Context: an optimization exercise on an open-source flow, tuned for small area, a short achievable clock period and few clock cycles per item. The choices shown serve that exercise and are no tape-out recipe. At most, simulation tests tie the RTL to the original design; equivalence was not proved. No functional check of the RTL was part of runs 5 to 7. No activity file was given, so power comes from the tool's default toggle rates.

File: flow/flow/run.sh
#!/bin/bash
# Standard layout, with clock tree synthesis told not to add dummy loads and
# the port buffers started from the smallest buffer.
set -euo pipefail
export CTS_ARGS="-sink_clustering_enable -repair_clock_nets -dont_use_dummy_load -sink_clustering_size 28 -sink_clustering_max_diameter 60"
export BUFFER_PORTS_ARGS="-buffer_cell sky130_fd_sc_hd__buf_1"
bash standard.sh > standard.log 2>&1
File: flow/standard.sh
#!/bin/bash
# synth_recipe.tcl (not shown) runs the flow's synth.tcl, then flattens the netlist and writes it again
# the make line also repeats each setting of config.mk as NAME=value (left out here)
make -C /OpenROAD-flow-scripts/flow DESIGN_CONFIG=/design/flow/config.mk WORK_HOME=/design/flow/orfs CLKGATE_MAP_FILE= SYNTH_SCRIPT=/design/flow/synth_recipe.tcl "${@:-finish}"
File: flow/config.mk
export PLATFORM = sky130hd
export DESIGN_NAME = lru_key_value_cache
export DESIGN_NICKNAME = lru_key_value_cache
export VERILOG_FILES = /design/flow/design.v
export SDC_FILE = /design/flow/constraint.sdc
export NUM_CORES = 4
export LEC_CHECK = 0
export CAP_MARGIN = 20
export CORE_MARGIN = 2
export CORE_UTILIZATION = 60
export CTS_CLUSTER_DIAMETER = 60
export CTS_CLUSTER_SIZE = 28
export PLACE_DENSITY = 0.72
export SETUP_SLACK_MARGIN = 4.0
export SLEW_MARGIN = 20
File: flow/constraint.sdc
create_clock -name core_clock -period 6.5 [get_ports {clk}]
set_input_delay 1.3000 -clock core_clock [delete_from_list [all_inputs] [get_ports {clk}]]
set_output_delay 1.3000 -clock core_clock [all_outputs]
set_load 0.01 [all_outputs]
File: flow/design.v
`default_nettype none
package lkvc_pkg;
  localparam int MAX_ENTRIES_DEF = 16;
  localparam int KEY_W = 32;
  localparam int VAL_W = 32;
  localparam int CAP_W = 5;
  localparam logic [CAP_W-1:0] CAP_RESET = 5'd16;
  localparam logic OP_GET = 1'b0;
  localparam logic OP_PUT = 1'b1;
  localparam logic [VAL_W-1:0] MISS_VALUE = 32'hFFFF_FFFF;
  localparam logic [VAL_W-1:0] PUT_VALUE = 32'h0000_0000;
endpackage
`default_nettype wire
`default_nettype none
import lkvc_pkg::*;
module lru_key_value_cache #(
  parameter int MAX_ENTRIES = MAX_ENTRIES_DEF
) (
  input  wire                     clk,
  input  wire                     rst_n,
  input  wire                     start,
  output logic                    busy,
  input  wire                     in_opcode,
  input  wire  signed [KEY_W-1:0] in_key,
  input  wire  signed [VAL_W-1:0] in_value,
  output logic                    out_strobe,
  output logic                    out_hit,
  output logic signed [VAL_W-1:0] out_read_value,
  input  wire                     cfg_we,
  input  wire         [CAP_W-1:0] cfg_wdata
);
  localparam int N = MAX_ENTRIES;
  logic [CAP_W-1:0] cap_r;
  logic [N-1:0]     valid_r;      
  logic             full_r;
  logic             s1_vld_r;
  logic             s1_op_r;
  logic [KEY_W-1:0] s1_key_r;
  logic [VAL_W-1:0] s1_val_r;
  logic [N-1:0]     s1_eq_r;      
  logic             s1_same_r;    
  logic [N-1:0]     wr_prev_r;    
  logic             s2_vld_r;
  logic             s2_op_r;
  logic [KEY_W-1:0] s2_key_r;
  logic [VAL_W-1:0] s2_val_r;
  logic [N-1:0]     s2_match_r;   
  logic             s2_found_r;   
  logic             s2_pm_r;      
  logic [KEY_W-1:0] key_r [N];
  logic [VAL_W-1:0] val_r [N];
  logic             newer_r [N][N];
  logic             res_vld_r;
  logic             res_hit_r;
  logic [VAL_W-1:0] res_val_r;
  assign busy = 1'b0;
  logic [N-1:0]     cap_sel;
  logic [VAL_W-1:0] rd_val;
  always_comb begin
    for (int i = 0; i < N; i++) begin
      cap_sel[i] = (cap_r == CAP_W'(i + 1)) || (i == 0 && cap_r == '0) ||
                   (i == N - 1 && cap_r > CAP_W'(N));
    end
    rd_val = '0;
    for (int i = 0; i < N; i++) begin
      rd_val = rd_val | (val_r[i] & {VAL_W{s2_match_r[i]}});
    end
  end
  logic [N-1:0] victim_r;       
  logic [N-1:0] valid, free, miss_slot, slot, upd, wr;
  logic         s2_put, s2_wrote, s2_putmiss, do_ins;
  always_comb begin
    valid = valid_r;
    for (int i = 0; i < N; i++) begin
      free[i] = !valid_r[i] && ((i == 0) ? 1'b1 : valid_r[i-1]);
    end
    miss_slot = full_r ? victim_r : free;
    s2_put     = s2_op_r == OP_PUT;
    s2_wrote   = s2_vld_r && s2_put;
    s2_putmiss = s2_pm_r;
    do_ins     = s2_putmiss && !full_r;
    slot = s2_found_r ? s2_match_r : miss_slot;
    upd  = slot & {N{s2_vld_r && (s2_found_r || s2_put)}};
    wr   = slot & {N{s2_wrote}};
  end
  logic [N-1:0] valid_nxt, second, victim_nxt;
  logic         newer_nxt [N][N];
  logic         full_nxt, victim_used;
  always_comb begin
    for (int i = 0; i < N; i++) begin
      for (int j = i + 1; j < N; j++) begin
        newer_nxt[i][j] = upd[i] || (newer_r[i][j] && !upd[j]);
      end
    end
    valid_nxt = do_ins ? {valid_r[N-2:0], 1'b1} : valid_r;
    full_nxt  = |(valid_nxt & cap_sel);
    for (int i = 0; i < N; i++) begin
      logic v;
      v = valid_r[i] && !victim_r[i];
      for (int j = 0; j < N; j++) begin
        if (j < i) begin
          v = v && (newer_r[j][i] || victim_r[j]);
        end else if (j > i) begin
          v = v && (!valid_r[j] || !newer_r[i][j] || victim_r[j]);
        end
      end
      second[i] = v;
    end
    victim_used = s2_vld_r && (s2_found_r ? |(s2_match_r & victim_r) : (s2_put && full_r));
    if (victim_used) begin
      victim_nxt = second | (victim_r & {N{!valid_r[1]}});
    end else begin
      victim_nxt = victim_r | N'(do_ins && !valid_r[0]);
    end
  end
  logic [N-1:0] s0_eq;
  logic         s0_same;
  always_comb begin
    for (int i = 0; i < N; i++) begin
      s0_eq[i] = key_r[i] == in_key;
    end
    s0_same = in_key == s2_key_r;
  end
  logic [N-1:0] s1_eq, s1_keep, s1_match, s1_match_fix;
  logic         s1_same, s1_found, s1_fwd;
  always_comb begin
    s1_eq = (s1_eq_r & ~wr_prev_r) | (wr_prev_r & {N{s1_same_r}});
    for (int i = 0; i < N; i++) begin
      s1_keep[i] = valid[i] && !(s2_putmiss && miss_slot[i]);
    end
    s1_match = s1_eq & s1_keep;
    s1_same  = (s1_key_r == s2_key_r);
    s1_fwd   = s2_wrote && s1_same;
    s1_found = s1_fwd || (|s1_match);
    s1_match_fix = s1_fwd ? slot : s1_match;
  end
  always_ff @(posedge clk) begin
    if (!rst_n) begin
      s1_vld_r  <= 1'b0;
      s2_vld_r  <= 1'b0;
      s2_pm_r   <= 1'b0;
      res_vld_r <= 1'b0;
      cap_r     <= CAP_RESET;
      valid_r   <= '0;
      full_r    <= 1'b0;
      victim_r  <= '0;
    end else begin
      s1_vld_r  <= start;
      s2_vld_r  <= s1_vld_r;
      s2_pm_r   <= s1_vld_r && (s1_op_r == OP_PUT) && !s1_found;
      res_vld_r <= s2_vld_r;
      if (cfg_we) begin
        cap_r <= cfg_wdata;
      end
      valid_r <= valid_nxt;
      full_r <= full_nxt;
      victim_r <= victim_nxt;
    end
  end
  always_ff @(posedge clk) begin
    s1_op_r    <= in_opcode;
    s1_key_r   <= in_key;
    s1_val_r   <= in_value;
    s1_eq_r    <= s0_eq;
    s1_same_r  <= s0_same;
    wr_prev_r  <= wr;
    s2_op_r    <= s1_op_r;
    s2_key_r   <= s1_key_r;
    s2_val_r   <= s1_val_r;
    s2_match_r <= s1_match_fix;
    s2_found_r <= s1_found;
    for (int i = 0; i < N; i++) begin
      if (wr[i]) begin
        val_r[i] <= s2_val_r;
      end
      if (miss_slot[i] && s2_putmiss) begin
        key_r[i] <= s2_key_r;
      end
      for (int j = i + 1; j < N; j++) begin
        newer_r[i][j] <= newer_nxt[i][j];
      end
    end
    res_hit_r <= s2_found_r;
    if (s2_put) begin
      res_val_r <= PUT_VALUE;
    end else if (s2_found_r) begin
      res_val_r <= rd_val;
    end else begin
      res_val_r <= MISS_VALUE;
    end
  end
  assign out_strobe     = res_vld_r;
  assign out_hit        = res_hit_r;
  assign out_read_value = res_val_r;
endmodule
`default_nettype wire
==> results_dict.tcl, run 1 <==
set metrics [dict create \
    core_area_um2 86500 \
    critPathSlowestCell "dfxtp_1" \
    ios 109 \
    dp_hpwl_um 84600 \
    setup_viol 0 \
    synthCells 3520 \
    p_per_area_nw_per_um2 272 \
    path_cells "nand2_1, o21ai_0, mux2i_1, nor2_4, buf_4" \
    postSynthNetCount 3594 \
    synth_warnings 5 \
    drive_gt1_frac 0.0902 \
    slew_violations 0 \
    skew_ps 75.1 \
    internal_power_uw 12200 \
    cts_tree "built" \
    fin_cells 4769 \
    synth_cell_types 48 \
    synthArstFlopShare 0 \
    avgViaCountPerCell 6.45 \
    clock_path_buffers 3 \
    initial_core_util 0.603 \
    netlist_area_um2 52200 \
    synth_area_leaders "edfxtp_1 59%, dfxtp_1 14%, xor2_1 9.1%" \
    grt_use_total 0.324 \
    num_vias 30800 \
    synth_flop_cell "edfxtp_1" \
    hold_viol 0 \
    clkSinkCount 1399 \
    critPathMaxStageDelay_ps 850 \
    max_freq_ghz 0.402 \
    power_frac_clock 0.331 \
    worstMarginPinSlew_ps 1090 \
    yosysSeqAreaShare 0.733 \
    cts_buffers 89 \
    drv_cap 0 \
    fp.dieH_um 299 \
    ys_ff_latch 1399 \
    htree_levels 3 \
    gr-total-overflow 0 \
    grt_setup_unrepaired "no" \
    start_kind "flip-flop" \
    syn_avg_cell_area_um2 14.8 \
    port_buffers 107 \
    dp.cells 4672 \
    crit_family "flip-flops" \
    yosysMostFrequentCell "edfxtp_1" \
    endpoint_kind "flip-flop" \
    finalCritPeriodShare 0.383 \
    cp_data_arrival_time_ps 2770 \
    remaining_drc_errors 0 \
    combPwrFrac 0.033 \
    period_needed_ps 2490 \
    hp-class "reg -> reg" \
    ys_top_cells_by_count "1,024 x edfxtp_1, 545 x xor2_1, 375 x dfxtp_1" \
    die-area_um2 89400 \
    cp_num_buf_inv 1 \
    tns_ps 0 \
    worstSkewPairLatency_ps 690 \
    slew_headroom 0.271 \
    num_rows 108 \
    wl_per_cell_um 30.5 \
    ir_drop_mv 0.253 \
    diodes 0 \
    antenna_found_initial 3 \
    criticalPathCategory "reg -> reg" \
    synth_top_cell_area_share 0.589 \
    globalplace.congestion 0.932 \
    cts_root_buf "clkbuf_16" \
    leakage_uw 0.0190 \
    cts.clk_slew.worst_paths_ps 90 \
    grt_pass1_vias 30600 \
    syn2layout_area_growth_pct 8.37 \
    crit_required_ps 6780 \
    drt_wl_total_um 146000 \
    postRouteAntennaNets 0 \
    synth_enable_flop_cells 1024 \
    status "no timing/DRC/antenna violations" \
    drtIter0Drc 4115 \
    seq_power_share 0.636 \
    switching_power_uw 3170 \
    die_x_um 299 \
    cp_max_fo 33 \
    final_nets 3690 \
    firstDrtPassIters 8 \
    fin_util 0.654 \
    grt_max_degree 38 \
    synth_top_cell_by_area "edfxtp_1" \
    grt_pass1_wl_um 210000 \
    switching_share 0.206 \
]
[power groups by stage]
stage	clock network, uW	logic, uW	registers, uW
2_1_floorplan	0	285	9950
3_3_place_gp	0	481	9980
3_5_place_dp	0	488	9990
4_1_cts	5140	494	9790
5_1_grt	5450	535	9810
6_report	5110	507	9800
[worst paths after layout]
path,startpoint,slack (ps),endpoint,depth (start not counted)
setup / recovery,victim_r[9],4010,val_r[9][29],5
hold reg to reg,s1_val_r[24],280,s2_val_r[24],0
setup reg to reg,victim_r[9],4010,val_r[9][29],5
hold / removal,s1_val_r[24],280,s2_val_r[24],0
[sequential cells by signal (all words and copies together), names as in the netlist, 5 cells and up]
signal	cells
key_r	512
val_r	512
newer_r	120
res_val_r	32
s1_key_r	32
s1_val_r	32
s2_key_r	32
s2_val_r	32
s1_eq_r	16
s2_match_r	16
valid_r	16
victim_r	16
wr_prev_r	16
cap_r	5
[logic make-up (layout without fill, tap and decap cells)]
kind of cell,count (synthesis),in the layout,synth area share
flops,1399,1399,0.733
mux,54,54,0.0107
compound gates,464,464,0.0658
xor+xnor,576,576,0.0967
other cells,1,1,0.0000719
simple gates,815,815,0.0764
buf+inv,211,305,0.0174
[placed cells by master, fill, tap and decap left out, types with 9 or more instances in the layout]
cell	n
o21ai_0	47
a22oi_1	234
xor2_1	545
nand3_1	52
dfxtp_1	334
o22ai_1	47
dfxtp_2	32
nand2_1	337
clkbuf_16	89
a222oi_1	40
xnor2_1	31
a221oi_1	11
nor2_4	16
dfxtp_4	9
edfxtp_1	1024
a22o_1	11
nor4_1	143
mux2_2	14
buf_1	91
nor2_1	62
mux2i_1	40
a31oi_1	32
buf_4	102
nand4_1	94
nor2b_1	35
nand2b_1	26
and2_2	14
[metal layers]
| metal | part of all wire | wire, um | GRT usage | up-vias |
|---|---|---|---|---|
| met5 | 0.00015 | 22 | 0 | - |
| met4 | 0.038 | 5600 | 0.114 | 4 |
| met3 | 0.084 | 12200 | 0.0395 | 309 |
| met2 | 0.49 | 71600 | 0.545 | 1742 |
| met1 | 0.39 | 56300 | 0.440 | 15500 |
| li1 | - | - | - | 13200 |
[final cells by class]
class | instances | area [um^2]
clock buffer | 89 | 2230
fill | 6122 | 29900
inverter | 2 | 7.51
multi-input combinational | 1910 | 13200
sequential | 1399 | 38300
tap | 1155 | 1450
timing repair buffer | 214 | 1300
[per-stage QoR]
step / power (uW) / cell area, um^2 / hold slack, ps / setup WS [ps]
detailed placement: 10500 / 54100 / 312 / 3020
global placement: 10500 / 54000 / 310 / 2710
global route: 15800 / 56600 / 290 / 4000
finish: 15400 / 56600 / 283 / 4010
floorplan: 10200 / 52200 / 310 / 3720
CTS: 15400 / 56500 / 285 / 4000
[what timing repair did]
action / 4_1_cts / 5_1_grt
resized for setup: 52 / 19
pin swaps: 4 / 1
endpoints found under the setup margin: 725 / 150
hold buffers: 0 / 0
buffers inserted: 5 / 3
Testbench counts, summed over its fixed seeds: cycles 16,048, items 16,000.
==> run 2, diff against run 1 <==
==> flow/flow/run.sh (replaced) <==
#!/bin/bash
# Standard layout, with clock tree synthesis told not to add dummy loads and
# the port buffers started from the smallest buffer.
set -euo pipefail
export CTS_ARGS="-sink_clustering_enable -repair_clock_nets -dont_use_dummy_load -sink_clustering_size 24 -sink_clustering_max_diameter 60"
export BUFFER_PORTS_ARGS="-buffer_cell sky130_fd_sc_hd__buf_1"
bash standard.sh > standard.log 2>&1
--- a/flow/config.mk
+++ b/flow/config.mk
@@ -10,5 +10,5 @@
 export CORE_UTILIZATION = 60
 export CTS_CLUSTER_DIAMETER = 60
-export CTS_CLUSTER_SIZE = 28
+export CTS_CLUSTER_SIZE = 24
 export PLACE_DENSITY = 0.72
 export SETUP_SLACK_MARGIN = 4.0
==> results_dict.tcl, run 2 <==
set metrics [dict create \
    initial_core_util 0.603 \
    tns_ps 0 \
    firstDrtPassIters 8 \
    fin_cells 4769 \
    die_x_um 299 \
    mostFrequentLayoutCell "edfxtp_1" \
    criticalPathCategory "in -> reg" \
    synth_flop_cell "edfxtp_1" \
    fin_ws_ps 4020 \
    cp_num_buf_inv 2 \
    synth_warnings 5 \
    synth_area_leaders "edfxtp_1 59%, dfxtp_1 14%, xor2_1 9.1%" \
    combPwrFrac 0.033 \
    nFillCells 6101 \
    endpoint_kind "flip-flop" \
    crit_family "simple AND/OR/NAND/NOR gates" \
    max_freq_ghz 0.403 \
    final_nets 3690 \
    critPathSlowestCell "buf_4" \
    synth_top_cell_area_share 0.589 \
    wl_per_cell_um 30.6 \
    p_per_area_nw_per_um2 272 \
    netlist_area_um2 52200 \
    power_frac_clock 0.332 \
    avgViaCountPerCell 6.46 \
    switching_power_uw 3180 \
    switching_share 0.206 \
    internal_power_uw 12200 \
    start_kind "input port" \
    globalplace.congestion 0.932 \
    seq_power_share 0.635 \
    cts.clk_slew.worst_paths_ps 90 \
    gr-total-overflow 0 \
    grt_pass1_wl_um 210000 \
    hold_viol 0 \
    grt_pass1_vias 30700 \
    ir_drop_mv 0.292 \
    cts_root_buf "clkbuf_16" \
    port_buffers 107 \
    drtIter0Drc 4241 \
    dp_worst_setup_slack_ps 3020 \
    cp_max_fo 18 \
    cts_tree "built" \
    dp_hpwl_um 84600 \
    reg_top3 "key_r (512), val_r (512), newer_r (120)" \
    cts_buffers 89 \
    ys_top_cells_by_count "1,024 x edfxtp_1, 545 x xor2_1, 375 x dfxtp_1" \
    diodes 0 \
    cp_data_arrival_time_ps 3090 \
    syn_avg_cell_area_um2 14.8 \
    slew_violations 0 \
    yosysSeqAreaShare 0.733 \
    critPathMaxStageDelay_ps 420 \
    hp-class "reg -> reg" \
    clkSinkCount 1399 \
    grt_use_total 0.324 \
    postRouteAntennaNets 0 \
    core_area_um2 86500 \
    slew_headroom 0.270 \
    drt_wl_total_um 146000 \
    cts_hold_buf 0 \
    worstMarginPinSlew_ps 1090 \
    synthArstFlopShare 0 \
    antenna_found_initial 3 \
    worstSkewPairLatency_ps 690 \
    dp.cells 4672 \
    remaining_drc_errors 0 \
    synth_enable_flop_cells 1024 \
    syn2layout_area_growth_pct 8.44 \
    fp.dieH_um 299 \
    skew_ps 82.7 \
    htree_levels 3 \
    setup_viol 0 \
    yosysMostFrequentCell "edfxtp_1" \
    clock_path_buffers 3 \
    postSynthNetCount 3594 \
    synthCells 3520 \
    ys_ff_latch 1399 \
    crit_required_ps 7100 \
    path_cells "buf_1, buf_4, xor2_1, nor4_1, nand4_1, nor2_1" \
    synth_top_cell_by_area "edfxtp_1" \
    num_rows 108 \
    status "no timing/DRC/antenna violations" \
    drv_cap 0 \
    leakage_uw 0.0191 \
    period_needed_ps 2480 \
    synth_cell_types 48 \
    p_total_uw 15400 \
    drive_gt1_frac 0.0908 \
    finalCritPeriodShare 0.382 \
    die-area_um2 89400 \
    whs_ps 292 \
    grt_max_degree 38 \
    grt_setup_unrepaired "yes" \
    final_cell_mix "1,024 x edfxtp_1, 545 x xor2_1, 337 x nand2_1" \
    ios 109 \
    num_vias 30800 \
]
==> run 2: worst reg2reg max path: stages, from the launching register on <==
cell,delay (ps)
dfxtp_1,820
nand2_1,100
o21ai_0,130
mux2i_1,250
nor2_4,150
buf_4,570
==> run 2: cell type report <==
cell class / count / area (um^2) / area share
repair buffers: 213 / 1310 / 0.0231
inverters: 2 / 7.51 / 0.000133
well taps: 1155 / 1450 / 0.0255
multi-input cells: 1911 / 13300 / 0.235
clock buffers: 89 / 2230 / 0.0394
flip-flops and latches: 1399 / 38300 / 0.677
==> run 2: routing by layer <==
metal | part of all wire | GRT usage
met1 | 0.38 | 0.438
met2 | 0.49 | 0.542
met3 | 0.090 | 0.0431
met4 | 0.040 | 0.118
met5 | 0.00015 | 0
==> run 2: power by group through the flow <==
| stage | logic (uW) | registers, uW | clock network, uW |
|---|---|---|---|
| finish | 510 | 9790 | 5110 |
| global route | 538 | 9810 | 5450 |
| CTS | 496 | 9790 | 5160 |
| detailed placement | 488 | 9990 | 0 |
| global placement | 481 | 9980 | 0 |
| floorplan | 285 | 9950 | 0 |
==> run 2: through the flow <==
step                       util  cell area (um^2)
final                     0.654             56600
after global routing      0.654             56600
after CTS                 0.653             56500
after detailed placement  0.625             54100
after global placement    0.625             54000
after floorplan               -             52200
==> run 2: cells by family (layout without fill, tap and decap cells) <==
| logic type | count (synthesis) | in the layout | synth area share |
|---|---|---|---|
| other cells | 1 | 1 | 0.0000719 |
| mux | 54 | 54 | 0.0107 |
| xor+xnor | 576 | 576 | 0.0967 |
| simple gates | 815 | 816 | 0.0764 |
| flops | 1399 | 1399 | 0.733 |
| buf+inv | 211 | 304 | 0.0174 |
| compound gates | 464 | 464 | 0.0658 |
==> run 2: final timing paths <==
check / start / endpoint / slack [ps] / depth (start not counted)
hold reg to reg: s1_val_r[24] / s2_val_r[24] / 290 / 0
setup reg to reg: victim_r[8] / val_r[8][5] / 4050 / 5
hold / removal: s1_val_r[24] / s2_val_r[24] / 290 / 0
setup / recovery: in_key[21] / s1_eq_r[8] / 4020 / 6
==> run 2: timing repair <==
action | CTS | global route
endpoints found under the setup margin | 717 | 143
resized for setup | 55 | 22
gates cloned | 0 | 1
setup buffers | 3 | 4
pin swaps | 4 | 3
hold endpoints to repair | 0 | 0
==> run 3, diff against run 2 <==
--- a/flow/config.mk
+++ b/flow/config.mk
@@ -11,5 +11,5 @@
 export CTS_CLUSTER_DIAMETER = 60
 export CTS_CLUSTER_SIZE = 24
-export PLACE_DENSITY = 0.72
+export PLACE_DENSITY = 0.68
 export SETUP_SLACK_MARGIN = 4.0
 export SLEW_MARGIN = 20
==> results_dict.tcl, run 3 <==
set metrics [dict create \
    combPwrFrac 0.032 \
    leakage_uw 0.0191 \
    drive_gt1_frac 0.0980 \
    hp-class "reg -> reg" \
    clkSinkCount 1399 \
    p_per_area_nw_per_um2 276 \
    drt_wl_total_um 152000 \
    wl_per_cell_um 31.9 \
    status "no timing/DRC/antenna violations" \
    yosysSeqAreaShare 0.733 \
    cts.clk_slew.worst_paths_ps 100 \
    synth_area_leaders "edfxtp_1 59%, dfxtp_1 14%, xor2_1 9.1%" \
    grt_pass1_vias 30500 \
    yosysMostFrequentCell "edfxtp_1" \
    postRouteAntennaNets 0 \
    drv_cap 0 \
    cts_hold_buf 0 \
    criticalPathCategory "in -> reg" \
    synth_cell_types 48 \
    die_x_um 299 \
    p_total_uw 15700 \
    cp_max_fo 18 \
    ys_top_cells_by_count "1,024 x edfxtp_1, 545 x xor2_1, 375 x dfxtp_1" \
    antenna_found_initial 4 \
    setup_viol 0 \
    cts_buffers 96 \
    remaining_drc_errors 0 \
    slew_violations 0 \
    synthArstFlopShare 0 \
    final_cell_mix "1,024 x edfxtp_1, 545 x xor2_1, 338 x nand2_1" \
    nFillCells 6153 \
    num_vias 31300 \
    slew_headroom 0.248 \
    initial_core_util 0.603 \
    dp_worst_setup_slack_ps 2800 \
    globalplace.congestion 0.913 \
    switching_share 0.208 \
    postSynthNetCount 3594 \
    grt_pass1_wl_um 217000 \
    synth_enable_flop_cells 1024 \
    worstMarginPinSlew_ps 1130 \
    ios 109 \
    htree_levels 3 \
    port_buffers 107 \
    endpoint_kind "flip-flop" \
    core_area_um2 86500 \
    synthCells 3520 \
    cts_root_buf "clkbuf_16" \
    num_rows 108 \
    drtIter0Drc 4159 \
    switching_power_uw 3270 \
    start_kind "input port" \
    skew_ps 75.7 \
    die-area_um2 89400 \
    path_cells "buf_1, buf_4, xor2_1, nor4_1, nand4_1, nor2_1" \
    worstSkewPairLatency_ps 690 \
    dp_hpwl_um 86400 \
    synth_top_cell_area_share 0.589 \
    internal_power_uw 12400 \
    cts_tree "built" \
    stdcell_area_um2 56900 \
    max_freq_ghz 0.396 \
    placed_area_um2 54000 \
    ys_ff_latch 1399 \
    crit_required_ps 7100 \
    netlist_area_um2 52200 \
    clock_path_buffers 3 \
    finalCritPeriodShare 0.388 \
    hold_viol 0 \
    grt_setup_unrepaired "yes" \
    syn2layout_area_growth_pct 8.97 \
    power_frac_clock 0.342 \
    mostFrequentLayoutCell "edfxtp_1" \
    grt_max_degree 52 \
    syn_avg_cell_area_um2 14.8 \
    grt_use_total 0.338 \
    tns_ps 0 \
    critPathSlowestCell "nor4_1" \
    reg_top3 "key_r (512), val_r (512), newer_r (120)" \
    final_nets 3688 \
    synth_top_cell_by_area "edfxtp_1" \
    fin_ws_ps 3980 \
    critPathMaxStageDelay_ps 890 \
    gr-total-overflow 0 \
    fp.dieH_um 299 \
    seq_power_share 0.626 \
    avgViaCountPerCell 6.56 \
    firstDrtPassIters 8 \
    whs_ps 303 \
    synth_flop_cell "edfxtp_1" \
    ir_drop_mv 0.211 \
    period_needed_ps 2520 \
    synth_warnings 5 \
    cp_data_arrival_time_ps 3120 \
]
-- run 3: final cells by class --
class	instances	area, um^2	area share
clock buffers	96	2400	0.0422
diodes	1	2.50	0.0000440
flip-flops and latches	1399	38300	0.674
inverters	2	7.51	0.000132
well taps	1155	1450	0.0254
multi-input cells	1911	13400	0.235
repair buffers	204	1280	0.0226
-- run 3: final timing paths --
path                                    from             end  slack, ps  cells after the start
worst max-delay path              in_key[28]      s1_eq_r[0]       3980                      6
worst min register to register  s1_val_r[30]    s2_val_r[30]        300                      0
worst max register to register   s2_key_r[3]  s2_match_r[14]       4050                      5
worst min-delay path            s1_val_r[30]    s2_val_r[30]        300                      0
-- run 3: power groups by stage --
| stage | combinational [uW] | clock, uW | sequential, uW |
|---|---|---|---|
| 6_report | 501 | 5370 | 9820 |
| 5_1_grt | 529 | 5710 | 9830 |
| 4_1_cts | 492 | 5410 | 9820 |
| 3_5_place_dp | 470 | 0 | 10000 |
| 3_3_place_gp | 464 | 0 | 10000 |
| 2_1_floorplan | 285 | 0 | 9950 |
-- run 3: through the flow --
stage / instances / utilization
finish: 4768 / 0.658
global route: 4767 / 0.658
CTS: 4765 / 0.656
detailed placement: 4663 / 0.624
global placement: 4663 / 0.624
floorplan: 3520 / -
-- run 3: critical path: cells and delay by family --
family        cells  cell delay [ps]
xor+xnor          1              150
buf+inv           2              390
simple gates      3             1270
-- run 3: what timing repair did --
| item | in CTS | in global routing |
|---|---|---|
| resized for setup | 86 | 34 |
| gates cloned | 0 | 1 |
| endpoints found under the setup margin | 618 | 189 |
| pin swaps | 4 | 4 |
| setup buffers | 6 | 1 |
-- run 3: cell families (layout without fill, tap and decap cells) --
family,count (synthesis),after routing,share of synthesized area
AOI/OAI and AO/OA,464,464,0.0658
xor gates and xnor gates,576,576,0.0967
buffers and inverters,211,302,0.0174
DFF,1399,1399,0.733
muxes,54,54,0.0107
other,1,2,0.0000719
and+or+nand+nor,815,816,0.0764
-- run 3: routing by layer --
layer,GRT usage,part of all wire,up-vias
met2,0.549,0.48,1832
li1,-,-,13200
met4,0.142,0.046,2
met5,0,0.000066,-
met1,0.460,0.38,15900
met3,0.0495,0.096,348
==> run 4, diff against run 3 <==
--- a/flow/config.mk
+++ b/flow/config.mk
@@ -11,5 +11,5 @@
 export CTS_CLUSTER_DIAMETER = 60
 export CTS_CLUSTER_SIZE = 24
-export PLACE_DENSITY = 0.68
-export SETUP_SLACK_MARGIN = 4.0
+export PLACE_DENSITY = 0.72
+export SETUP_SLACK_MARGIN = 4.05
 export SLEW_MARGIN = 20
==> results_dict.tcl, run 4 <==
set metrics [dict create \
    cp_max_fo 10 \
    synth_fa_ha_area_frac 0 \
    num_vias 31100 \
    num_rows 108 \
    syn2layout_area_growth_pct 8.74 \
    status "no timing/DRC/antenna violations" \
    synthMuxAreaShare 0.0107 \
    crit_family "simple AND/OR/NAND/NOR gates" \
    cp_data_arrival_time_ps 3070 \
    cts_tree "built" \
    r2r_cells 7 \
    gr-total-overflow 0 \
    setup_viol 0 \
    tns_ps 0 \
    final_cell_mix "1,024 x edfxtp_1, 545 x xor2_1, 337 x nand2_1" \
    crit_start "in_key[17]" \
    hold_start "s1_val_r[23]" \
    slew_headroom 0.281 \
    yosysSeqAreaShare 0.733 \
    firstDrtPassIters 9 \
    r2r-start "s2_key_r[22]" \
    postRouteAntennaNets 0 \
    grt_max_degree 51 \
    drt_wl_total_um 147000 \
    synth_xor_xnor_area_share 0.0967 \
    remaining_drc_errors 0 \
    start_kind "input port" \
    dp_hpwl_um 84200 \
    cp_num_buf_inv 2 \
    critPathSlowestCell "nor4_1" \
    globalplace.congestion 0.925 \
    dp_worst_setup_slack_ps 3010 \
    synth_warnings 5 \
    wl_per_cell_um 30.8 \
    leakage_uw 0.0191 \
    critPathMaxStageDelay_ps 570 \
    p_per_area_nw_per_um2 272 \
    netlist_area_um2 52200 \
    postSynthNetCount 3594 \
    final_nets 3688 \
    max_freq_ghz 0.405 \
    period_needed_ps 2470 \
    grt_setup_unrepaired "yes" \
    yosys.area_share.simple 0.0764 \
    htree_levels 3 \
    worstSkewPairLatency_ps 690 \
    worstMarginPinSlew_ps 1080 \
    synth_cell_types 48 \
    synth_enable_flop_cells 1024 \
    grt_use_total 0.327 \
    antenna_found_initial 1 \
    ios 109 \
    yosysMostFrequentCell "edfxtp_1" \
    mostFrequentLayoutCell "edfxtp_1" \
    finalCritPeriodShare 0.380 \
    synth_compound_area_frac 0.0658 \
    synth_area_leaders "edfxtp_1 59%, dfxtp_1 14%, xor2_1 9.1%" \
    hold_viol 0 \
    drive_gt1_frac 0.100 \
    port_buffers 107 \
    grt_pass1_wl_um 212000 \
    hp-class "reg -> reg" \
    reg_top3 "key_r (512), val_r (512), newer_r (120)" \
    drv_cap 0 \
    synthArstFlopShare 0 \
    initial_core_util 0.603 \
    syn_avg_cell_area_um2 14.8 \
    avgViaCountPerCell 6.53 \
    fp.dieH_um 299 \
    clock_path_buffers 3 \
    ys_ff_latch 1399 \
    slew_violations 0 \
    core_area_um2 86500 \
    synth_top_cell_area_share 0.589 \
    skew_ps 84.6 \
    drtIter0Drc 4510 \
    worst-path-stages 6 \
    fin_ws_ps 4030 \
    diodes 0 \
    ys_top_cells_by_count "1,024 x edfxtp_1, 545 x xor2_1, 375 x dfxtp_1" \
    cts.clk_slew.worst_paths_ps 100 \
    synth_top_cell_by_area "edfxtp_1" \
    crit_required_ps 7110 \
    cts_hold_buf 0 \
    die_x_um 299 \
    grt_pass1_vias 30900 \
    cts_buffers 89 \
    criticalPathCategory "in -> reg" \
    clkSinkCount 1399 \
    synth_top_family_by_area "XOR/XNOR gates" \
    ir_drop_mv 0.223 \
    die-area_um2 89400 \
    synthCells 3520 \
    cts_root_buf "clkbuf_16" \
    path_cells "clkdlybuf4s15_2, buf_4, xor2_1, nor4_1, nand4_1, nor2_1" \
    endpoint_kind "flip-flop" \
    synth_flop_cell "edfxtp_1" \
    whs_path_depth 0 \
]
run 4: cell counts after synthesis:
Identical to the previous run, type by type.
run 4: power by group:
part / internal [uW] / leakage, uW / switching, uW
logic: 173 / 0.00572 / 342
registers: 9650 / 0.0123 / 151
clock network: 2420 / 0.00110 / 2720
run 4: area by class of cell:
type | count | area [um^2]
Sequential cell | 1399 | 38300
Multi-Input combinational cell | 1911 | 13300
Fill cell | 6147 | 29700
Clock buffer | 89 | 2230
Timing Repair Buffer | 211 | 1400
Tap cell | 1155 | 1450
Inverter | 2 | 7.51
run 4: final timing paths:
| kind | endpoint | slack [ps] |
|---|---|---|
| setup / recovery | s1_eq_r[3] | 4030 |
| hold / removal | s2_val_r[23] | 310 |
| hold reg to reg | s2_val_r[23] | 310 |
| setup reg to reg | s2_match_r[12] | 4100 |
run 4: metal layers:
metal  global-route usage  up-vias  routed length, um
met5                    0        -                  0
met4                0.133        0               6350
met3               0.0497      334              14500
met2                0.531     1978              70500
met1                0.448    15600              55700
li1                     -    13200                  -
run 4: cell families (layout without fill, tap and decap cells):
kind of cell / count (synthesis) / in the layout
other cells: 1 / 1
flops: 1399 / 1399
xor+xnor: 576 / 576
mux: 54 / 54
compound gates: 464 / 464
buf+inv: 211 / 302
simple gates: 815 / 816
run 4: per-stage QoR:
step	hold WS [ps]	std cells	util	cell area [um^2]	power, uW
final	312	4767	0.656	56700	15500
after global routing	312	4767	0.656	56700	15900
after CTS	313	4766	0.654	56600	15500
after detailed placement	312	4672	0.625	54100	10500
after floorplan	310	3520	-	52200	10200
after global placement	310	4671	0.625	54000	10500
run 4: timing repair:
action                     CTS  global route
setup endpoints to repair  716           147
pin swaps                    8             6
cloned                       1             0
buffers inserted             4             1
resized for setup           96            42
==> run 5, diff against run 4 <==
--- a/flow/design.v
+++ b/flow/design.v
@@ -48,4 +48,5 @@
   logic             s2_found_r;   
   logic             s2_pm_r;      
+  logic             s2_ph_r;      
   logic [KEY_W-1:0] key_r [N];
   logic [VAL_W-1:0] val_r [N];
@@ -82,5 +83,5 @@
     slot = s2_found_r ? s2_match_r : miss_slot;
     upd  = slot & {N{s2_vld_r && (s2_found_r || s2_put)}};
-    wr   = slot & {N{s2_wrote}};
+    wr   = (s2_match_r & {N{s2_ph_r}}) | (miss_slot & {N{s2_pm_r}});
   end
   logic [N-1:0] valid_nxt, second, victim_nxt;
@@ -140,4 +141,5 @@
       s2_vld_r  <= 1'b0;
       s2_pm_r   <= 1'b0;
+      s2_ph_r   <= 1'b0;
       res_vld_r <= 1'b0;
       cap_r     <= CAP_RESET;
@@ -149,4 +151,5 @@
       s2_vld_r  <= s1_vld_r;
       s2_pm_r   <= s1_vld_r && (s1_op_r == OP_PUT) && !s1_found;
+      s2_ph_r   <= s1_vld_r && (s1_op_r == OP_PUT) && s1_found;
       res_vld_r <= s2_vld_r;
       if (cfg_we) begin
--- a/flow/config.mk
+++ b/flow/config.mk
@@ -12,4 +12,4 @@
 export CTS_CLUSTER_SIZE = 24
 export PLACE_DENSITY = 0.72
-export SETUP_SLACK_MARGIN = 4.05
+export SETUP_SLACK_MARGIN = 4.0
 export SLEW_MARGIN = 20
==> results_dict.tcl, run 5 <==
set metrics [dict create \
    antenna_found_initial 6 \
    avgViaCountPerCell 6.62 \
    fp.dieH_um 299 \
    synthCells 3493 \
    r2r_cells 6 \
    criticalPathCategory "reg -> reg" \
    cts.clk_slew.worst_paths_ps 90 \
    whs_path_depth 0 \
    postRouteAntennaNets 0 \
    hold_viol 0 \
    yosysMostFrequentCell "edfxtp_1" \
    mostFrequentLayoutCell "edfxtp_1" \
    num_vias 31600 \
    firstDrtPassIters 6 \
    max_freq_ghz 0.396 \
    remaining_drc_errors 0 \
    endpoint_kind "flip-flop" \
    status "no timing/DRC/antenna violations" \
    slew_violations 0 \
    core_area_um2 86300 \
    clkSinkCount 1400 \
    final_cell_mix "1,024 x edfxtp_1, 570 x xor2_1, 345 x dfxtp_1" \
    cp_data_arrival_time_ps 3040 \
    final_nets 3689 \
    clock_path_buffers 3 \
    nFillCells 5929 \
    skew_ps 79.0 \
    crit_required_ps 7020 \
    drtIter0Drc 4724 \
    worstMarginPinSlew_ps 1060 \
    internal_power_uw 12300 \
    min_delay_worst_endpoint "s2_val_r[9]" \
    r2r_end "s2_match_r[0]" \
    start_kind "flip-flop" \
    cp_max_fo 5 \
    ios 109 \
    leakage_uw 0.0195 \
    power_frac_clock 0.330 \
    critPathSlowestCell "or4_4" \
    path_cells "xor2_1, nor4_2, nand4_1, or4_4, buf_12, mux2_2" \
    period_needed_ps 2520 \
    seq_power_share 0.633 \
    yosysSeqAreaShare 0.735 \
    p_total_uw 15500 \
    crit_family "simple AND/OR/NAND/NOR gates" \
    cp_num_buf_inv 1 \
    num_rows 108 \
    drive_gt1_frac 0.0991 \
    gr-total-overflow 0 \
    hp-class "reg -> reg" \
    grt_use_total 0.336 \
    synth_warnings 5 \
    netlist_area_um2 52100 \
    cts_tree "built" \
    cts_hold_buf 0 \
    syn_avg_cell_area_um2 14.9 \
    grt_max_degree 47 \
    cts_buffers 89 \
    finalCritPeriodShare 0.388 \
    critPathMaxStageDelay_ps 650 \
    globalplace.congestion 0.901 \
    m1WireLength_um 57600 \
    syn2layout_area_growth_pct 9.33 \
    worstSkewPairLatency_ps 690 \
    r2r_slack_ps 3980 \
    hold_start "s1_val_r[9]" \
    synthArstFlopShare 0 \
    drv_cap 0 \
    combPwrFrac 0.037 \
    wl_per_cell_um 31.7 \
    postSynthNetCount 3567 \
    synth_top_cell_area_share 0.591 \
    synth_flop_cell "edfxtp_1" \
    ys_top_cells_by_count "1,024 x edfxtp_1, 571 x xor2_1, 376 x dfxtp_1" \
    initial_core_util 0.603 \
    synth_area_leaders "edfxtp_1 59%, dfxtp_1 14%, xor2_1 9.6%" \
    wl_met2_um 71100 \
    synth_top_cell_by_area "edfxtp_1" \
    whs_ps 306 \
    cts_root_buf "clkbuf_16" \
    synth_enable_flop_cells 1024 \
    drt_wl_total_um 151000 \
    ys_ff_latch 1400 \
    die_x_um 299 \
    grt_pass1_vias 30800 \
    highest_layer "met4" \
    grt_pass1_wl_um 215000 \
    synth_cell_types 52 \
    switching_share 0.207 \
    fin_cells 4769 \
    ir_drop_mv 0.268 \
    die-area_um2 89200 \
    reg_top3 "key_r (512), val_r (512), newer_r (120)" \
    p_per_area_nw_per_um2 272 \
    dp_hpwl_um 83700 \
    wl_met3_um 16600 \
    setup_viol 0 \
    grt_setup_unrepaired "no" \
    switching_power_uw 3190 \
    port_buffers 107 \
    tns_ps 0 \
    r2r-start "s2_key_r[29]" \
    slew_headroom 0.289 \
    dp.cells 4651 \
    htree_levels 3 \
]
[run 5: cell count changes after synthesis, sizes merged, moves of 13 or more]
cell   change
nand3     +18
and2      -13
a21o      +16
nand4     -17
nor2b     -21
xnor2     -26
xor2      +26
nand2     -19
[run 5: cell type report]
cell class / count / area, um^2 / area share
clock buffer: 89 / 2230 / 0.0391
tap: 1155 / 1450 / 0.0254
inverter: 5 / 18.8 / 0.000330
multi-input combinational: 1892 / 13400 / 0.236
timing repair buffer: 227 / 1470 / 0.0258
antenna: 1 / 2.50 / 0.0000440
sequential: 1400 / 38300 / 0.673
[run 5: cells by family (layout without fill, tap and decap cells)]
kind of cell    count (synthesis)  after routing  share of synthesized area
mux                            69             69                     0.0139
buf+inv                       212            321                     0.0169
simple gates                  767            769                     0.0713
other cells                     1              2                  0.0000720
compound gates                468            477                     0.0658
xor+xnor                      576            576                     0.0969
flops                        1400           1400                      0.735
[run 5: how the worst max path moves through the flow]
stage                     slack (ps)  cells past startpoint                 end           from
final                           3980                      6       s2_match_r[0]   s2_key_r[29]
after global routing            4000                      1  out_read_value[10]  res_val_r[10]
after CTS                       3860                      5         newer_r[12]        s2_op_r
after detailed placement        2950                      4       val_r[15][22]        s2_pm_r
after global placement          2980                      4        val_r[2][22]        s2_pm_r
after floorplan                 4010                      6        val_r[14][0]         full_r
[run 5: metrics by stage]
step	utilization	setup WS, ps	area [um^2]
floorplan	-	4010	52300
global placement	0.626	2980	54100
detailed placement	0.626	2950	54100
CTS	0.657	3860	56800
global route	0.659	4000	56900
finish	0.659	3980	56900
[run 5: timing repair]
action,CTS,global route
setup buffers,11,5
cloned,12,0
setup endpoints to repair,545,320
gates resized for setup,71,34
pin swaps,8,4
[run 5: metal layers]
| metal | global-route usage | up-vias |
|---|---|---|
| met5 | 0 | - |
| met4 | 0.128 | 0 |
| met3 | 0.0601 | 342 |
| met2 | 0.536 | 2117 |
| met1 | 0.467 | 15900 |
| li1 | - | 13200 |
[run 5: power by group through the flow]
stage / clock [uW] / combinational (uW) / sequential, uW
finish: 5100 / 569 / 9790
global route: 5430 / 599 / 9810
CTS: 5130 / 550 / 9790
detailed placement: 0 / 529 / 10000
global placement: 0 / 519 / 9990
floorplan: 0 / 289 / 9970
==> run 6, diff against run 5 <==
--- a/flow/design.v
+++ b/flow/design.v
@@ -47,6 +47,4 @@
   logic [N-1:0]     s2_match_r;   
   logic             s2_found_r;   
-  logic             s2_pm_r;      
-  logic             s2_ph_r;      
   logic [KEY_W-1:0] key_r [N];
   logic [VAL_W-1:0] val_r [N];
@@ -79,9 +77,9 @@
     s2_put     = s2_op_r == OP_PUT;
     s2_wrote   = s2_vld_r && s2_put;
-    s2_putmiss = s2_pm_r;
+    s2_putmiss = s2_wrote && !s2_found_r;
     do_ins     = s2_putmiss && !full_r;
     slot = s2_found_r ? s2_match_r : miss_slot;
     upd  = slot & {N{s2_vld_r && (s2_found_r || s2_put)}};
-    wr   = (s2_match_r & {N{s2_ph_r}}) | (miss_slot & {N{s2_pm_r}});
+    wr   = slot & {N{s2_wrote}};
   end
   logic [N-1:0] valid_nxt, second, victim_nxt;
@@ -140,6 +138,4 @@
       s1_vld_r  <= 1'b0;
       s2_vld_r  <= 1'b0;
-      s2_pm_r   <= 1'b0;
-      s2_ph_r   <= 1'b0;
       res_vld_r <= 1'b0;
       cap_r     <= CAP_RESET;
@@ -150,6 +146,4 @@
       s1_vld_r  <= start;
       s2_vld_r  <= s1_vld_r;
-      s2_pm_r   <= s1_vld_r && (s1_op_r == OP_PUT) && !s1_found;
-      s2_ph_r   <= s1_vld_r && (s1_op_r == OP_PUT) && s1_found;
       res_vld_r <= s2_vld_r;
       if (cfg_we) begin
@@ -177,5 +171,5 @@
         val_r[i] <= s2_val_r;
       end
-      if (miss_slot[i] && s2_putmiss) begin
+      if (wr[i] && !s2_found_r) begin
         key_r[i] <= s2_key_r;
       end
==> results_dict.tcl, run 6 <==
set metrics [dict create \
    synth_warnings 5 \
    num_rows 108 \
    status "no timing/DRC/antenna violations" \
    setup_viol 0 \
    final_nets 3720 \
    mostFrequentLayoutCell "edfxtp_1" \
    internal_power_uw 12300 \
    die_x_um 300 \
    synth_top_cell_by_area "edfxtp_1" \
    slew_violations 0 \
    clock_path_buffers 3 \
    path_cells "clkbuf_2, xor2_1, nor4_1, nand4_1, nor2_1" \
    switching_power_uw 3280 \
    reg_top3 "key_r (512), val_r (512), newer_r (120)" \
    p_per_area_nw_per_um2 272 \
    synth_top_cell_area_share 0.587 \
    nFillCells 6005 \
    whs_ps 281 \
    wl_per_cell_um 32.5 \
    power_frac_clock 0.335 \
    gr-total-overflow 0 \
    syn_avg_cell_area_um2 14.9 \
    dp_worst_setup_slack_ps 3060 \
    highest_layer "met5" \
    worstSkewPairLatency_ps 700 \
    critPathMaxStageDelay_ps 560 \
    globalplace.congestion 0.916 \
    yosysSeqAreaShare 0.730 \
    postRouteAntennaNets 0 \
    period_needed_ps 2520 \
    endpoint_kind "flip-flop" \
    initial_core_util 0.605 \
    htree_levels 3 \
    tns_ps 0 \
    postSynthNetCount 3588 \
    wl_met2_um 75200 \
    drtIter0Drc 4560 \
    cts_root_buf "clkbuf_16" \
    diodes 0 \
    stdcell_area_um2 57300 \
    synth_area_leaders "edfxtp_1 59%, dfxtp_1 14%, xor2_1 9.6%" \
    cts_buffers 91 \
    dp_hpwl_um 85500 \
    switching_share 0.211 \
    avgViaCountPerCell 6.69 \
    start_kind "input port" \
    clkSinkCount 1398 \
    antenna_found_initial 6 \
    cp_max_fo 18 \
    critPathSlowestCell "clkbuf_2" \
    cts_hold_buf 0 \
    drv_cap 0 \
    criticalPathCategory "in -> reg" \
    fp.dieH_um 300 \
    num_vias 32100 \
    final_cell_mix "1,024 x edfxtp_1, 575 x xor2_1, 344 x dfxtp_1" \
    synth_flop_cell "edfxtp_1" \
    m1WireLength_um 55700 \
    grt_setup_unrepaired "yes" \
    cts_tree "built" \
    ir_drop_mv 0.288 \
    drt_wl_total_um 156000 \
    firstDrtPassIters 9 \
    synth_enable_flop_cells 1024 \
    wl_met3_um 16500 \
    port_buffers 107 \
    fin_util 0.662 \
    cts.clk_slew.worst_paths_ps 90 \
    grt_pass1_wl_um 222000 \
    hp-class "reg -> reg" \
    core_area_um2 86600 \
    synth_cell_types 67 \
    fin_ws_ps 3980 \
    hold_viol 0 \
    finalCritPeriodShare 0.387 \
    ys_top_cells_by_count "1,024 x edfxtp_1, 575 x xor2_1, 374 x dfxtp_1" \
    seq_power_share 0.626 \
    remaining_drc_errors 0 \
    grt_use_total 0.346 \
    skew_ps 104 \
    netlist_area_um2 52400 \
    grt_pass1_vias 31800 \
    combPwrFrac 0.039 \
    synthCells 3514 \
    grt_max_degree 42 \
    slew_headroom 0.277 \
    drive_gt1_frac 0.106 \
    die-area_um2 89700 \
    leakage_uw 0.0196 \
    synthArstFlopShare 0 \
    cp_data_arrival_time_ps 3110 \
    syn2layout_area_growth_pct 9.37 \
    ys_ff_latch 1398 \
    worstMarginPinSlew_ps 1080 \
    placed_area_um2 54400 \
    yosysMostFrequentCell "edfxtp_1" \
    crit_required_ps 7100 \
    ios 109 \
    max_freq_ghz 0.397 \
]
run 6: cell types whose count changed in the layout (fill, tap and decap cells not counted), moves of 10 or more:
| cell | change |
|---|---|
| a21o_1 | +12 |
| a21o_4 | -19 |
| a32o_1 | +11 |
| and2_1 | +16 |
| buf_1 | -15 |
| buf_6 | +11 |
| mux2_2 | -10 |
| mux2i_1 | -11 |
| nand2_1 | -19 |
| nand3_1 | -32 |
| nor2_4 | +18 |
| nor3b_1 | +11 |
| o21ai_0 | -19 |
| o21ai_4 | -11 |
run 6: worst max-delay path, delay by kind of cell:
family | cells | cell delay (ps)
XOR/XNOR | 1 | 350
buffers and inverters | 1 | 560
AND/OR/NAND/NOR | 3 | 890
run 6: metal layers:
layer,up-vias,global-route usage
met3,486,0.0528
met1,16100,0.452
li1,13300,-
met2,2172,0.574
met4,2,0.165
met5,-,0
run 6: what timing repair did:
| item | CTS | global route |
|---|---|---|
| pin swaps | 8 | 6 |
| cloned | 1 | 0 |
| setup endpoints to repair | 1106 | 266 |
| gates resized for setup | 95 | 37 |
| setup buffers | 11 | 10 |
run 6: layout make-up:
type,instances,area (um^2),area share
Timing Repair inverter,1,5.00,0.0000873
Inverter,12,48.8,0.000852
Timing Repair Buffer,247,1720,0.0300
Clock buffer,91,2280,0.0397
Tap cell,1155,1450,0.0252
Multi-Input combinational cell,1895,13500,0.236
Sequential cell,1398,38300,0.668
run 6: path summary, 6_finish.rpt:
kind                 from             end  slack (ps)  depth (start not counted)
max            in_key[24]     s1_eq_r[14]        3980                          5
min          s1_val_r[18]    s2_val_r[18]         280                          0
max reg2reg   s2_key_r[3]  s2_match_r[11]        4020                          8
min reg2reg  s1_val_r[18]    s2_val_r[18]         280                          0
run 6: power groups by stage:
stage | Combinational (uW) | Sequential (uW) | Clock (uW)
2_1_floorplan | 279 | 9940 | 0
3_3_place_gp | 562 | 9950 | 0
3_5_place_dp | 571 | 9950 | 0
4_1_cts | 585 | 9750 | 5230
5_1_grt | 626 | 9770 | 5540
6_report | 605 | 9760 | 5210
run 6: cell families after synthesis:
group                  count (synthesis)  synth area share
flip-flops                          1398             0.730
XOR/XNOR                             576            0.0963
AND/OR/NAND/NOR                      783            0.0754
AO/OA/AOI/OAI                        485            0.0696
buffers and inverters                221            0.0185
other                                  1         0.0000716
multiplexers                          50            0.0104
run 6: per-stage QoR:
step           power, uW  instances
6_report           15600       4799
5_1_grt            15900       4799
4_1_cts            15600       4788
3_5_place_dp       10500       4685
3_3_place_gp       10500       4685
2_1_floorplan      10200       3514
==> run 7, diff against run 6 <==
--- a/flow/design.v
+++ b/flow/design.v
@@ -110,5 +110,5 @@
       victim_nxt = second | (victim_r & {N{!valid_r[1]}});
     end else begin
-      victim_nxt = victim_r | N'(do_ins && !valid_r[0]);
+      victim_nxt = victim_r | (upd & {N{!valid_r[0]}});
     end
   end
==> results_dict.tcl, run 7 <==
set metrics [dict create \
    status "no timing/DRC/antenna violations" \
    dp.cells 4717 \
    max_freq_ghz 0.394 \
    diodes 0 \
    synth_top_cell_area_share 0.586 \
    cts_root_buf "clkbuf_16" \
    grt_pass1_vias 31200 \
    ir_drop_mv 0.271 \
    whs_path_depth 0 \
    synth_flop_cell "edfxtp_1" \
    gr-total-overflow 0 \
    remaining_drc_errors 0 \
    final_cell_mix "1,024 x edfxtp_1, 545 x xor2_1, 346 x dfxtp_1" \
    grt_pass1_wl_um 216000 \
    cp_max_fo 36 \
    slew_headroom 0.260 \
    initial_core_util 0.605 \
    ios 109 \
    synthCells 3559 \
    grt_max_degree 38 \
    period_needed_ps 2540 \
    final_nets 3755 \
    synth_cell_types 64 \
    htree_levels 3 \
    synthArstFlopShare 0 \
    ys_ff_latch 1398 \
    fin_cells 4834 \
    critPathMaxStageDelay_ps 380 \
    grt_setup_unrepaired "yes" \
    multiInputGateArea_um2 13600 \
    drtIter0Drc 4890 \
    postSynthNetCount 3633 \
    firstDrtPassIters 8 \
    reg_top3 "key_r (512), val_r (512), newer_r (120)" \
    cts_tree "built" \
    synth_enable_flop_cells 1024 \
    r2r_end "s2_found_r" \
    highest_layer "met5" \
    core_area_um2 86600 \
    syn_avg_cell_area_um2 14.7 \
    wl_per_cell_um 31.9 \
    cts_hold_buf 0 \
    wl_met3_um 16600 \
    slew_violations 0 \
    tns_ps 0 \
    r2r_slack_ps 3960 \
    leakage_uw 0.0193 \
    clock_path_buffers 3 \
    finalCritPeriodShare 0.391 \
    layout.area.seq_um2 38300 \
    placed_area_um2 54400 \
    fp.dieH_um 300 \
    skew_ps 72.5 \
    dp_hpwl_um 82200 \
    worstSkewPairLatency_ps 690 \
    mostFrequentLayoutCell "edfxtp_1" \
    synth_area_leaders "edfxtp_1 59%, dfxtp_1 14%, xor2_1 9.1%" \
    hold_viol 0 \
    yosysMostFrequentCell "edfxtp_1" \
    port_buffers 107 \
    syn2layout_area_growth_pct 9.08 \
    synth_top_cell_by_area "edfxtp_1" \
    critPathSlowestCell "o211ai_1" \
    path_cells "buf_12, nand2_2, or2_1, buf_4, o211ai_1, o21ai_0, a2111oi_2, nand4_1" \
    drt_wl_total_um 154000 \
    globalplace.congestion 0.938 \
    hp-class "reg -> reg" \
    cts.clk_slew.worst_paths_ps 70 \
    postRouteAntennaNets 0 \
    r2r_cells 8 \
    cts_buffers 90 \
    m1WireLength_um 56000 \
    worstMarginPinSlew_ps 1110 \
    criticalPathCategory "reg -> reg" \
    stdcell_area_um2 57200 \
    drv_cap 0 \
    setup_viol 0 \
    min_delay_worst_endpoint "s2_val_r[16]" \
    drive_gt1_frac 0.0962 \
    crit_required_ps 7000 \
    hold_start "s1_val_r[16]" \
    synth_warnings 5 \
    netlist_area_um2 52400 \
    p_per_area_nw_per_um2 271 \
    clkSinkCount 1398 \
    num_rows 108 \
    yosysSeqAreaShare 0.729 \
    start_kind "flip-flop" \
    antenna_found_initial 6 \
    die-area_um2 89800 \
    avgViaCountPerCell 6.67 \
    wl_met2_um 74400 \
    ys_top_cells_by_count "1,024 x edfxtp_1, 545 x xor2_1, 374 x dfxtp_1" \
    endpoint_kind "flip-flop" \
    num_vias 32300 \
    nFillCells 6040 \
    cp_data_arrival_time_ps 3040 \
    r2r-start "s2_op_r" \
    die_x_um 300 \
    grt_use_total 0.336 \
]
## run 7: changes by cell type in the layout (fill, tap and decap cells not counted), sizes merged, moves of 12 or more
cell   previous run  this run
and3b            13         0
nor2             98       124
a21o             15         1
xor2            575       545
nand2           296       321
and2             25        13
xnor2             1        31
nor2b            18        43
## run 7: worst max-delay path: cells and delay by family (launching register included)
family / cells / cell delay (ps)
flip-flops: 1 / 350
buffers and inverters: 2 / 590
AND/OR/NAND/NOR: 3 / 430
AO/OA/AOI/OAI: 3 / 970
## run 7: layout make-up
class,instances,area share
sequential,1398,0.670
multi-input combinational,1943,0.238
clock buffer,90,0.0394
timing repair buffer,235,0.0272
tap,1155,0.0253
inverter,13,0.000853
## run 7: logic make-up (layout without fill, tap and decap cells)
group	Yosys count	in the layout	share of synthesized area
DFF	1398	1398	0.729
and+or+nand+nor	803	814	0.0744
xor gates and xnor gates	576	576	0.0962
AOI/OAI and AO/OA	492	492	0.0695
buffers and inverters	229	338	0.0184
muxes	60	60	0.0121
other	1	1	0.0000715
## run 7: routing by layer
layer	GRT usage	vias up
met5	0	-
li1	-	13400
met4	0.133	4
met1	0.450	16200
met2	0.562	2221
met3	0.0483	423
## run 7: power breakdown
part | leakage [uW] | total (uW) | switching (uW) | internal (uW)
registers | 0.0123 | 9760 | 109 | 9650
clock network | 0.00111 | 5170 | 2720 | 2450
logic | 0.00587 | 585 | 416 | 169
total | 0.0193 | 15500 | 3250 | 12300
## run 7: worst max path at each step
stage	to	depth (start not counted)	startpoint
3_3_place_gp	s1_eq_r[0]	5	in_key[10]
2_1_floorplan	val_r[5][0]	5	s2_op_r
5_1_grt	key_r[1][2]	5	s2_op_r
4_1_cts	val_r[3][28]	4	full_r
6_report	s2_found_r	8	s2_op_r
3_5_place_dp	s1_eq_r[5]	5	in_key[10]
## run 7: timing repair
item | CTS | global route
gates resized for setup | 54 | 39
gates cloned | 6 | 5
endpoints found under the setup margin | 1186 | 615
setup buffers | 0 | 14
pin swaps | 13 | 6
## run 7: metrics by stage
stage	util	power, uW	setup WS (ps)	hold slack [ps]
2_1_floorplan	-	10200	3520	310
3_3_place_gp	0.628	10500	3090	310
3_5_place_dp	0.628	10500	3140	312
4_1_cts	0.656	15500	3810	320
5_1_grt	0.660	15900	3930	327
6_report	0.660	15500	3960	316
==> run 8, diff against run 7 <==
--- a/flow/design.v
+++ b/flow/design.v
@@ -106,5 +106,5 @@
       second[i] = v;
     end
-    victim_used = s2_vld_r && (s2_found_r ? |(s2_match_r & victim_r) : (s2_put && full_r));
+    victim_used = |(upd & victim_r);
     if (victim_used) begin
       victim_nxt = second | (victim_r & {N{!valid_r[1]}});
==> flow/flow/run.sh (replaced) <==
#!/bin/bash
# Standard layout, with clock tree synthesis told not to add dummy loads and
# the port buffers started from the smallest buffer.
set -euo pipefail
export CTS_ARGS="-sink_clustering_enable -repair_clock_nets -dont_use_dummy_load -sink_clustering_size 18 -sink_clustering_max_diameter 50 -buf_list sky130_fd_sc_hd__clkbuf_8 -root_buf sky130_fd_sc_hd__clkbuf_16"
export BUFFER_PORTS_ARGS="-buffer_cell sky130_fd_sc_hd__buf_1"
bash standard.sh > standard.log 2>&1
--- a/flow/config.mk
+++ b/flow/config.mk
@@ -9,6 +9,6 @@
 export CORE_MARGIN = 2
 export CORE_UTILIZATION = 60
-export CTS_CLUSTER_DIAMETER = 60
-export CTS_CLUSTER_SIZE = 24
+export CTS_CLUSTER_DIAMETER = 50
+export CTS_CLUSTER_SIZE = 18
 export PLACE_DENSITY = 0.72
 export SETUP_SLACK_MARGIN = 4.0
==> results_dict.tcl, run 8 <==
set metrics [dict create \
    endpoint_kind "flip-flop" \
    synth_cell_types 69 \
    grt_max_degree 40 \
    switching_share 0.216 \
    gr-total-overflow 0 \
    firstDrtPassIters 7 \
    criticalPathCategory "reg -> reg" \
    skew_ps 82.8 \
    switching_power_uw 3190 \
    cts_buffers 118 \
    synth_enable_flop_cells 1024 \
    cts.clk_slew.worst_paths_ps 100 \
    yosysSeqAreaShare 0.726 \
    initial_core_util 0.606 \
    netlist_area_um2 52600 \
    core_area_um2 86900 \
    cts_tree "built" \
    seq_power_share 0.661 \
    syn2layout_area_growth_pct 8.51 \
    fp.dieH_um 300 \
    reg_top3 "key_r (512), val_r (512), newer_r (120)" \
    worstMarginPinSlew_ps 1140 \
    r2r_slack_ps 3930 \
    synth_top_cell_area_share 0.584 \
    remaining_drc_errors 0 \
    htree_levels 3 \
    cp_data_arrival_time_ps 2850 \
    cp_max_fo 39 \
    finalCritPeriodShare 0.395 \
    port_buffers 107 \
    synth_flop_cell "edfxtp_1" \
    drt_wl_total_um 158000 \
    postSynthNetCount 3662 \
    final_nets 3807 \
    p_total_uw 14800 \
    slew_violations 0 \
    leakage_uw 0.0195 \
    r2r_cells 3 \
    drive_gt1_frac 0.115 \
    power_frac_clock 0.298 \
    drtIter0Drc 4645 \
    combPwrFrac 0.041 \
    cts_hold_buf 0 \
    die-area_um2 90100 \
    start_kind "flip-flop" \
    cts_root_buf "clkbuf_16" \
    synthArstFlopShare 0 \
    whs_path_depth 0 \
    clock_path_buffers 3 \
    ys_ff_latch 1398 \
    worstSkewPairLatency_ps 690 \
    yosysMostFrequentCell "edfxtp_1" \
    dp_hpwl_um 89200 \
    grt_pass1_wl_um 225000 \
    p_per_area_nw_per_um2 258 \
    avgViaCountPerCell 6.68 \
    crit_required_ps 6780 \
    grt_setup_unrepaired "yes" \
    hold_viol 0 \
    max_freq_ghz 0.389 \
    grt_use_total 0.350 \
    tns_ps 0 \
    wl_per_cell_um 32.3 \
    globalplace.congestion 0.948 \
    final_cell_mix "1,024 x edfxtp_1, 563 x xor2_1, 346 x dfxtp_1" \
    num_vias 32700 \
    die_x_um 300 \
    grt_pass1_vias 32100 \
    syn_avg_cell_area_um2 14.7 \
    ios 109 \
    ir_drop_mv 0.216 \
    setup_viol 0 \
    internal_power_uw 11600 \
    period_needed_ps 2570 \
    synth_warnings 5 \
    status "no timing/DRC/antenna violations" \
    synthCells 3588 \
    mostFrequentLayoutCell "edfxtp_1" \
    clkSinkCount 1398 \
    postRouteAntennaNets 0 \
    ys_top_cells_by_count "1,024 x edfxtp_1, 563 x xor2_1, 374 x dfxtp_1" \
    hp-class "reg -> reg" \
    slew_headroom 0.242 \
    num_rows 108 \
    drv_cap 0 \
    antenna_found_initial 4 \
    synth_area_leaders "edfxtp_1 58%, dfxtp_1 14%, xor2_1 9.4%" \
    synth_top_cell_by_area "edfxtp_1" \
]
-- run 8: cell types whose count changed in the layout (fill, tap and decap cells not counted), sizes merged, moves of 7 or more --
| cell | change |
|---|---|
| xor2 | +18 |
| clkbuf | +37 |
| a22o | -10 |
| nor2 | -8 |
| o22ai | -7 |
| xnor2 | -17 |
| buf | -10 |
| nand2b | +13 |
| nor2b | -9 |
| or2 | +7 |
| o211ai | +11 |
| a211oi | +8 |
| a21o | +7 |
-- run 8: area by class of cell --
cell class                 count  area, um^2
antenna                        4        10.0
clock buffer                 118        1730
fill                        6113       29800
inverter                      11        52.6
multi-input combinational   1969       14000
sequential                  1398       38300
tap                         1155        1450
timing repair buffer         234        1580
timing repair inverter         1        5.00
-- run 8: repair_timing --
item / 4_1_cts / 5_1_grt
pin swaps: 15 / 6
setup endpoints to repair: 1211 / 249
gates resized for setup: 96 / 52
cloned: 7 / 2
buffers inserted: 15 / 1
-- run 8: power by group through the flow --
stage	clock network (uW)	registers (uW)	logic [uW]
3_5_place_dp	0	9960	576
6_report	4390	9760	605
3_3_place_gp	0	9950	563
2_1_floorplan	0	9950	293
5_1_grt	4730	9770	627
4_1_cts	4420	9750	587
-- run 8: layer usage --
metal	up-vias	wire (um)	GRT usage
met2	2221	74900	0.568
li1	13600	-	-
met4	2	8380	0.164
met5	-	11	0
met3	462	16500	0.0600
met1	16400	58200	0.465
-- run 8: worst paths after layout --
kind	start	end
setup / recovery	s2_op_r	key_r[4][31]
hold / removal	s1_val_r[27]	s2_val_r[27]
setup reg to reg	s2_op_r	key_r[4][31]
hold reg to reg	s1_val_r[27]	s2_val_r[27]
-- run 8: logic make-up after synthesis --
| group | Yosys count | synth area share |
|---|---|---|
| mux | 61 | 0.0121 |
| xor+xnor | 577 | 0.0960 |
| other cells | 1 | 0.0000712 |
| compound gates | 500 | 0.0718 |
| flops | 1398 | 0.726 |
| buf+inv | 228 | 0.0169 |
| simple gates | 823 | 0.0768 |
-- run 8: stage by stage --
| stage | instance area, um^2 | worst slack, ps | util | hold WS, ps | cells |
|---|---|---|---|---|---|
| after detailed placement | 54700 | 2830 | 0.630 | 313 | 4743 |
| after global routing | 57100 | 3880 | 0.657 | 320 | 4887 |
| after global placement | 54700 | 2820 | 0.629 | 310 | 4740 |
| final | 57100 | 3930 | 0.657 | 325 | 4890 |
| after CTS | 56900 | 3860 | 0.655 | 324 | 4883 |
| after floorplan | 52800 | 3570 | - | 310 | 3588 |
-- run 8: critical path, cell delays in order, from the launching register on --
cell	delay (ps)
dfxtp_2	350
buf_8	350
nand3_4	460
nor2_4	950
Testbench counts of run 8, summed over its fixed seeds: cycles 16,048, items 16,000.

## separate check: timing with driven ports
Ports are ideal in the flow. The routed layouts listed here were re-timed in OpenROAD. Step 1: set_driving_cell puts a clkbuf_16 on clk and a buf_2 on each other input, an assumption about the parent block. Step 2 also shifts input and output timing later by t, the mid clock arrival at the registers, as if the neighbouring blocks saw the same clock. Three values: no drivers, after step 1, after step 2; two values: the first two.
run | t (ns) | setup WS [ns] | hold slack, ns | clock arrival spread, ns
run 1 | 0.716 | 4.014 / 3.958 / 3.356 | 0.283 / 0.283 / 0.283 | 0.087 / 0.087
run 2 | 0.727 | 4.020 / 3.961 / 3.341 | 0.292 / 0.292 / 0.292 | 0.092 / 0.091
run 3 | 0.724 | 3.977 / 3.955 / 3.299 | 0.303 / 0.303 / 0.303 | 0.076 / 0.076
run 4 | 0.720 | 4.032 / 3.963 / 3.362 | 0.312 / 0.312 / 0.312 | 0.086 / 0.086
run 5 | 0.723 | 3.976 / 3.971 / 3.305 | 0.306 / 0.306 / 0.306 | 0.085 / 0.084
run 6 | 0.721 | 3.983 / 3.939 / 3.301 | 0.281 / 0.281 / 0.281 | 0.105 / 0.104
run 7 | 0.724 | 3.959 / 3.947 / 3.326 | 0.316 / 0.316 / 0.316 | 0.073 / 0.073
run 8 | 0.720 | 3.929 / 3.929 / 3.289 | 0.325 / 0.325 / 0.325 | 0.083 / 0.083
After both steps every run listed still meets setup and hold. The setup slack of run 6, which loses most, moves by -0.044 ns with the drivers and by -0.682 ns with both steps.
